Context: an optimization exercise on an open-source flow, tuned for small area. The choices shown serve that exercise and are no tape-out recipe.
In this exercise RTL edits were held to simulation tests only and were not proved equivalent to the original.
Power figures rest on the tool's default switching activity, not on a simulated workload.

## flow/design.v (module list and top-level ports; edited modules follow where they fit)
// module fold_delay_line: 374 lines
// module coef_bank: 31 lines
// module fa_cell: 4 lines
// module ha_cell: 4 lines
// module hold_mux: 7 lines
// module dasel: 11 lines
// module dabit: 8 lines
// module symmetric_mac: 3295 lines
// module fir_sym_top: 40 lines
module fir_sym_top (
  input  logic                 clk,
  input  logic                 rst_n,
  input  logic                 in_valid,
  input  fir_pkg::sample_t     in_data,
  input  logic                 coef_wr,
  input  fir_pkg::coef_addr_t  coef_addr,
  input  fir_pkg::coef_t       coef_data,
  output logic                 out_valid,
  output fir_pkg::acc_t        out_data
);
  // ...
==> flow/run.sh <==
#!/bin/bash
# synth_recipe.tcl (not shown) runs the flow's synth.tcl, then flattens the netlist and writes it again
# the make line also repeats each setting of config.mk as NAME=value (left out here)
make -C /OpenROAD-flow-scripts/flow DESIGN_CONFIG=/design/flow/config.mk WORK_HOME=/design/flow/orfs CLKGATE_MAP_FILE= SYNTH_SCRIPT=/design/flow/synth_recipe.tcl finish
==> flow/config.mk <==
export PLATFORM = sky130hd
export DESIGN_NAME = fir_sym_top
export DESIGN_NICKNAME = fir_sym_top
export VERILOG_FILES = /design/flow/design.v
export SDC_FILE = /design/flow/constraint.sdc
export NUM_CORES = 4
export LEC_CHECK = 0
export CAP_MARGIN = 20
export CELL_PAD_IN_SITES_DETAIL_PLACEMENT = 1
export CELL_PAD_IN_SITES_GLOBAL_PLACEMENT = 1
export CORE_MARGIN = 2
export CORE_UTILIZATION = 30
export CTS_CLUSTER_DIAMETER = 70
export CTS_CLUSTER_SIZE = 25
export PLACE_DENSITY = 0.45
export SLEW_MARGIN = 20
export SYNTH_HIERARCHICAL = 1
==> flow/constraint.sdc <==
create_clock -name core_clock -period 9.0 [get_ports {clk}]
set_input_delay 1.8000 -clock core_clock [delete_from_list [all_inputs] [get_ports {clk}]]
set_output_delay 1.8000 -clock core_clock [all_outputs]
set_load 0.01 [all_outputs]
==> impl_metrics.json, run 1 <==
{
  "status": "finished clean",
  "worstHoldEndpoint": "i_symmetric_mac.out_data[11]",
  "rsz0062_at_grt": "false",
  "async_reset_ff_share_pct": 0,
  "combinationalPower_mw": 1.51,
  "placed_area_um2": 77400,
  "synth_top_family_by_area": "adder cells",
  "top_register": "i_fold_delay_line.tap",
  "power.leakage_nw": 18.6,
  "cts_tree": "yes",
  "synth_most_common_cell": "fa_1",
  "seq_share_pct": 18.2,
  "largestPowerGroup": "registers",
  "hold_slack_ps": 359,
  "final_common_cell": "fa_1",
  "synth-compound-area-share_pct": 26.7,
  "utilization_pct": 34.5,
  "crit_arrival_ps": 9280,
  "hold_path_startpoint": "i_symmetric_mac.cs_q[11]",
  "layout.nets": 8355,
  "die_h_um": 487,
  "dp_slack_ps": 414,
  "ys.flop_type": "dfxtp_1",
  "grt_use_met1_pct": 49.8,
  "synth-seq-cells": 729,
  "grt_overflow": 0,
  "wl_met1_mm": 185,
  "grt_max_degree": 150,
  "dr.max_layer_used": "met5",
  "finClkSkew_ps": 44.9,
  "largest_reg_flops": 280,
  "cp_top_family": "adder cells",
  "hpwlAfterDp_mm": 360,
  "worst_slack_ps": 352
}
==> run 2: changes to the inputs <==
--- a/flow/config.mk
+++ b/flow/config.mk
@@ -9,9 +9,9 @@
 export CELL_PAD_IN_SITES_DETAIL_PLACEMENT = 1
 export CELL_PAD_IN_SITES_GLOBAL_PLACEMENT = 1
 export CORE_MARGIN = 2
-export CORE_UTILIZATION = 30
-export CTS_CLUSTER_DIAMETER = 70
-export CTS_CLUSTER_SIZE = 25
-export PLACE_DENSITY = 0.45
+export CORE_UTILIZATION = 40
+export CTS_CLUSTER_DIAMETER = 80
+export CTS_CLUSTER_SIZE = 30
+export PLACE_DENSITY = 0.5
 export SLEW_MARGIN = 20
 export SYNTH_HIERARCHICAL = 1
==> impl_metrics.json, run 2 <==
{
  "status": "finished clean",
  "drive_above_1_share_pct": 9.93,
  "yosys_warnings": 13,
  "finalHoldViolCount": 0,
  "wl_per_cell_um": 46.1,
  "top_regs": "i_fold_delay_line.tap: 280 flops, i_fold_delay_line.psum: 147 flops, i_coef_bank.coefs: 128 flops",
  "setup_viol": 0,
  "synth_most_common_cell": "fa_1",
  "crit_arrival_ps": 9340,
  "largest_reg_flops": 280,
  "power.density_nw_per_um2": 102,
  "cts.sinks": 729,
  "rsz0062_at_grt": "false",
  "whs_path_depth": 1,
  "final_common_cell": "fa_1",
  "synth_top_area_cell": "fa_1",
  "portBuffers": 83,
  "crit_start": "i_fold_delay_line.psum[84]",
  "hold_path_startpoint": "i_symmetric_mac.cs_q[4]",
  "syn_inst": 6103,
  "via_count": 65700,
  "reg2reg_depth": 19,
  "hold_class": "reg2reg",
  "dieArea_um2": 178000,
  "fmax_mhz": 115,
  "grt_use_total_pct": 46.0,
  "cts_buffers": 55,
  "fp.coreArea_um2": 174000,
  "postCtsHoldBufs": 0,
  "synth_edf_count": 0,
  "relSlewSlack_pct": 15.0,
  "grt_pass1_wl_mm": 570,
  "layout.nets": 8335,
  "synth_area_per_cell_um2": 11.5,
  "rows": 153,
  "finClkSkew_ps": 52.6,
  "cts-htree-levels": 2,
  "reg2reg_from": "i_fold_delay_line.psum[84]",
  "cap_violations": 0,
  "area_growth_pct": 12.6,
  "endpoint_kind": "flip-flop",
  "ys.flop_type": "dfxtp_1",
  "grt_overflow": 0,
  "period_share_pct": 96.7,
  "grt_pass1_vias": 66200,
  "cts_tree": "yes",
  "tightest_slew_ps": 1270,
  "drc_errors": 0,
  "design_area_um2": 78800,
  "clockRootBuffer": "clkbuf_16",
  "start_util_pct": 40.2,
  "tns_ps": 0,
  "yosysSeqAreaShare_pct": 20.9,
  "postRouteAntennaNets": 0,
  "min_period_ps": 8700,
  "report.final.slew_viol_count": 0,
  "peakVddDrop_mv": 0.216,
  "dieWidth_um": 422,
  "synth_cell_types": 28,
  "layout_common_cells": "1623 x fa_1, 1328 x o22ai_1, 1328 x a21oi_1, 729 x dfxtp_1, 467 x buf_4",
  "io_pins": 84,
  "clock_path_buffers": 3,
  "antenna_found_initial": 30,
  "worstPathRequired_ps": 9640,
  "synth.top_cell.area_share_pct": 46.5,
  "worstPathMaxFanout": 5,
  "fillers": 18700,
  "top_register": "i_fold_delay_line.tap",
  "path_clk_slew_ps": 100,
  "die_h_um": 422,
  "viasPerCell": 7.27,
  "postCtsSetupBuffers": 0,
  "power.leakage_nw": 18.4,
  "worst_skew_pair.late_latency_ps": 780,
  "worstHoldEndpoint": "i_symmetric_mac.out_data[4]",
  "hpwlAfterDp_mm": 331,
  "drt-pass1-iter-count": 8,
  "hold_slack_ps": 365,
  "finalPower_mw": 8.04,
  "synth-seq-cells": 729,
  "synthTopCellsByCount": "1623 x fa_1, 1329 x a21oi_1, 1328 x o22ai_1",
  "grt_max_degree": 159,
  "dr.first_iter.drc_count": 10700,
  "async_reset_ff_share_pct": 0,
  "critical_path_class": "reg2reg",
  "regToRegSetupSlack_ps": 300,
  "gp_congestion": 1.07,
  "synthTopCellsByArea": "fa_1 46%, dfxtp_1 21%, o22ai_1 12%",
  "reg2reg_to": "i_symmetric_mac.cs_q[14]",
  "drt_wl_total_mm": 416,
  "placed_area_um2": 76500,
  "ctsResizeCount": 0,
  "netlist_area_um2": 69900,
  "startpoint_type": "flip-flop"
}
[run 2: cell counts after synthesis]
No cell type changed its count.
[run 2: metal layers]
metal	vias to the layer above	GRT usage (%)	wire (µm)	part of all wire, %
met5	-	2.34	940	0.23
met4	30	17.0	21600	5.2
met3	1238	27.0	72100	17
met2	5466	62.3	162000	39
met1	34700	59.9	160000	38
li1	24200	-	-	-
[run 2: how the worst max path moves through the flow]
stage                                  endpoint  slack, ps  cells past startpoint
floorplan              i_symmetric_mac.cs_q[14]       1060                     19
global placement    i_fold_delay_line.psum[123]        520                     19
detailed placement     i_symmetric_mac.cs_q[14]        400                     19
CTS                    i_symmetric_mac.cs_q[14]        350                     19
global route           i_symmetric_mac.cs_q[14]        150                     19
finish                 i_symmetric_mac.cs_q[14]        300                     19
[run 2: logic make-up (layout without fill, tap and decap cells)]
group	count (synthesis)	in the layout	synth area share, %
fa+ha+maj	1642	1642	46.8
buf+inv	252	815	2.13
flops	729	729	20.9
mux	37	37	0.619
other cells	2	41	0.0107
simple gates	369	369	2.93
compound gates	3072	3072	26.7
[run 2: power by group]
group / total (mW) / internal, mW / leakage (nW) / switching, mW
clock network: 3.00 / 1.30 / 1.04 / 1.69
registers: 3.52 / 3.39 / 5.92 / 0.125
logic: 1.52 / 0.503 / 11.4 / 1.02
total: 8.04 / 5.20 / 18.4 / 2.84
[run 2: area by class of cell]
type                    instances  area [µm²]  area share [%]
clock inverters                46         848            1.08
multi-input cells            5152       54100            68.6
repair buffers                553        4360            5.54
inverters                     159         597           0.758
clock buffers                  57        1380            1.76
well taps                    2325        2910            3.69
diodes                          9        22.5          0.0286
flip-flops and latches        729       14600            18.5
[run 2: modules after synthesis, one instance, submodules excluded, a selection]
module           copies in the design  flip-flops and latches  cell area [µm²]
fir_sym_top                         1                       3             78.8
fold_delay_line                     1                     427             8900
fa_cell                          1623                       0             20.0
symmetric_mac                       1                     103             4410
dasel                              83                       0             3.75
ha_cell                            19                       0             12.5
[run 2: per-stage QoR]
step | worst slack, ps | utilization [%] | std cells
after floorplan | 1060 | - | 6133
after global placement | 518 | 44.0 | 8917
after detailed placement | 395 | 44.0 | 8918
after CTS | 353 | 45.3 | 9021
after global routing | 152 | 45.3 | 9021
final | 299 | 45.3 | 9030
[run 2: worst max-delay path, stage by stage (launching register included)]
cell and delay [ps]:
dfxtp_1 360, nand2b_1 270, o22ai_1 140, a21oi_1 540, fa_1 560, fa_1 430
fa_1 450, fa_1 430, fa_1 480, fa_1 470, fa_1 460, fa_1 470
fa_1 400, fa_1 530, fa_1 430, fa_1 410, fa_1 440, fa_1 430
fa_1 400, fa_1 450

## afterwards: timing with drivers on the ports
No port has a modelled driver above. Below, the same layouts with a new extraction and two added sets of constraints.
Step 1 (the two cells are an assumption about what drives the block):
set clk [get_ports {clk}]
set_driving_cell -lib_cell sky130_fd_sc_hd__clkbuf_16 $clk
set_driving_cell -lib_cell sky130_fd_sc_hd__buf_2 [delete_from_list [all_inputs] $clk]
Step 2 times the ports against the registers' clock, not the clock port: input delays grow and output delays shrink by t, the midpoint of the rising clock arrivals with the driver on.
Three values: ideal ports, drivers, drivers and shift; two values: the first two.
| run | t (ns) | setup slack, ns | worst setup path at the end | worst slew at a driven data input, ns |
|---|---|---|---|---|
| run 1 | 0.845 | 0.352 / 0.352 / 0.352 | register to register | 0.19 |
| run 2 | 0.852 | 0.299 / 0.299 / 0.299 | register to register | 0.17 |
After both steps setup and hold are still met in every run listed.
